What follows belongs to an exercise in optimizing a design on an open flow for small area; a production flow would make more cautious choices.
At most, simulation tests tie the RTL to the original design; equivalence was not proved.
Power is estimated from default activity; no workload was simulated.

Design pcie_rx_dma_app, start of the top module:
module pcie_rx_dma_app (
    input  logic                     trn_clk,
    input  logic                     rst_n,
    input  pcie_app_pkg::qword_t     trn_rd,
    input  logic [7:0]               trn_rrem,
    input  logic                     trn_rsof_n,
    input  logic                     trn_reof_n,
    input  logic                     trn_rsrc_rdy_n,
    input  logic [6:0]               trn_rbar_hit_n,
    output logic                     trn_rdst_rdy_n,
    output pcie_app_pkg::qword_t     trn_td,
    output logic [7:0]               trn_trem_n,
    output logic                     trn_tsof_n,
    output logic                     trn_teof_n,
    output logic                     trn_tsrc_rdy_n,
    output logic                     trn_tsrc_dsc_n,
    input  logic                     trn_tdst_rdy_n,
    input  logic [3:0]               trn_tbuf_av,
  ...
export LEC_CHECK = 0
export CAP_MARGIN = 20
export CORE_MARGIN = 2
export CORE_UTILIZATION = 65
export SLEW_MARGIN = 20
export SYNTH_HIERARCHICAL = 1
create_clock -name core_clock -period 5.0 [get_ports {trn_clk}]
standard.sh (not shown) runs the stock make flow with config.mk's settings and CLKGATE_MAP_FILE= SYNTH_SCRIPT=/design/flow/synth_recipe.tcl, a recipe that flattens the netlist after the stock synthesis.
==> flow/flow/run.sh <==
#!/bin/bash
# Standard synthesis and layout, with the port buffers as the smallest buffer
# cell and a lighter clock tree. Each step's full log is kept under
# orfs/logs; make's own output goes to flow_synth.log and flow_layout.log.
set -euo pipefail
bash standard.sh synth > flow_synth.log 2>&1
bash standard.sh finish \
    "BUFFER_PORTS_ARGS=-buffer_cell sky130_fd_sc_hd__buf_1" \
    "CTS_ARGS=-sink_clustering_enable -repair_clock_nets -dont_use_dummy_load -buf_list sky130_fd_sc_hd__clkbuf_4 -sink_clustering_size 10 -sink_clustering_max_diameter 40" \
    > flow_layout.log 2>&1
The starting point completed with no timing, DRC or antenna violations.
Edit:
- CORE_UTILIZATION: 65 -> 80
Cell area hardly moves.
Hold slack gets better by 0.011 ns.
Count of clock-buffer cells in the layout is lower by 1.
Setup slack got worse by 0.17 ns.

========
== JK ==
Another version of the RTL of pcie_rx_dma_app (not shown whole).
For scale: about 1000 cells after synthesis, about 300 I/O pins, ~12000 µm² of cells after synthesis.
export LEC_CHECK = 0
export CAP_MARGIN = 20
export CORE_MARGIN = 2
export CORE_UTILIZATION = 65
export SLEW_MARGIN = 20
export SYNTH_HIERARCHICAL = 1
create_clock -name core_clock -period 5.0 [get_ports {trn_clk}]
==> flow/flow/run.sh <==
#!/bin/bash
# Standard synthesis and layout, with the port buffers as the smallest buffer
# cell and a lighter clock tree. Each step's full log is kept under
# orfs/logs; make's own output goes to flow_synth.log and flow_layout.log.
set -euo pipefail
bash standard.sh synth > flow_synth.log 2>&1
bash standard.sh finish \
    "BUFFER_PORTS_ARGS=-buffer_cell sky130_fd_sc_hd__buf_1" \
    "CTS_ARGS=-sink_clustering_enable -repair_clock_nets -dont_use_dummy_load -buf_list sky130_fd_sc_hd__clkbuf_4 -sink_clustering_size 12 -sink_clustering_max_diameter 30" \
    > flow_layout.log 2>&1
Per the final summary, JK finished and its layout is clean on timing, DRC and antenna.
> inputs changed (JK -> MS)
- CORE_UTILIZATION: 65 -> 50
diff --git a/flow/flow/run.sh b/flow/flow/run.sh
--- a/flow/flow/run.sh
+++ b/flow/flow/run.sh
@@ -7,4 +7,4 @@
 bash standard.sh finish \
     "BUFFER_PORTS_ARGS=-buffer_cell sky130_fd_sc_hd__buf_1" \
-    "CTS_ARGS=-sink_clustering_enable -repair_clock_nets -dont_use_dummy_load -buf_list sky130_fd_sc_hd__clkbuf_4 -sink_clustering_size 12 -sink_clustering_max_diameter 30" \
+    "CTS_ARGS=-sink_clustering_enable -repair_clock_nets -dont_use_dummy_load -buf_list sky130_fd_sc_hd__clkbuf_4 -sink_clustering_size 10 -sink_clustering_max_diameter 40" \
     > flow_layout.log 2>&1
==> run summary <==
JK → MS: share of cell area taken by flip-flops and latches dropped 0.25 points, post-place instance area went up 1.0%, non-clock buffer count grew by about 0.7%, effective utilization at floorplan decreased 15 points.
Going from JK to MS, routed via count decreased by 199 relative to the old numbers; core utilization decreased by 17 points relative to the old numbers; multi-input gate share of total cell area decreased by 0.20 points relative to the old numbers; area of all placed cells without fillers increased by about 0.55% relative to the old numbers; global-route wire length before repair increased by 9.8% relative to the old numbers.
MS: internal portion of total power lower than JK
Of the two values seen for highest metal layer used by the detailed router, met5 was produced by MS and met4 by JK.
Count of distinct cell types in the synthesized netlist came out exactly the same in MS and JK.
#### Input delta (AL over MS)
- a change of CORE_UTILIZATION from 50 to 65
diff --git a/flow/flow/run.sh b/flow/flow/run.sh
--- a/flow/flow/run.sh
+++ b/flow/flow/run.sh
@@ -7,4 +7,4 @@
 bash standard.sh finish \
     "BUFFER_PORTS_ARGS=-buffer_cell sky130_fd_sc_hd__buf_1" \
-    "CTS_ARGS=-sink_clustering_enable -repair_clock_nets -dont_use_dummy_load -buf_list sky130_fd_sc_hd__clkbuf_4 -sink_clustering_size 10 -sink_clustering_max_diameter 40" \
+    "CTS_ARGS=-sink_clustering_enable -repair_clock_nets -dont_use_dummy_load -buf_list sky130_fd_sc_hd__clkbuf_8 -sink_clustering_size 18 -sink_clustering_max_diameter 35" \
     > flow_layout.log 2>&1
[summary]
AL against MS: cell area picked up an extra 1.0%, sequential cell count of the final layout neither gained nor lost much. Taking AL over MS, the clock power ratio works out to 1.3. Compared with MS, AL instantiates a smaller number of standard cells. Looking only at worst setup margin, and setting everything else aside, the higher value of MS and AL goes to MS. AL vs MS: worst vdd rail ir drop up by more than half.
No run of this note included a check of the RTL's function; only the layout flow was run.

## separate check: timing with driven ports
The flow's constraints put no driver on any port. The routed layouts listed below were extracted and timed again, unchanged, in two steps.
Step 1 (the two cells are an assumption about what drives the block):
set clk [get_ports {trn_clk}]
set_driving_cell -lib_cell sky130_fd_sc_hd__clkbuf_16 $clk
set_driving_cell -lib_cell sky130_fd_sc_hd__buf_2 [delete_from_list [all_inputs] $clk]
Step 2 times the ports against the registers' clock, not the clock port: input delays grow and output delays shrink by t, the midpoint of the rising clock arrivals with the driver on.
Slacks: ideal / step 1 / step 2; pairs: ideal / step 1.
run	t (ns)	setup slack, ns	slew at the worst register clock pin (ns)
the first run of note 1	0.680	0.274 / 0.274 / 0.274	0.11 / 0.11
the second run of note 1	0.683	0.101 / 0.101 / 0.101	0.11 / 0.11
JK	0.692	0.285 / 0.285 / 0.285	0.12 / 0.12
MS	0.681	0.240 / 0.240 / 0.240	0.11 / 0.11
AL	0.584	0.212 / 0.212 / 0.212	0.09 / 0.09
After both steps every run listed still meets setup and hold.
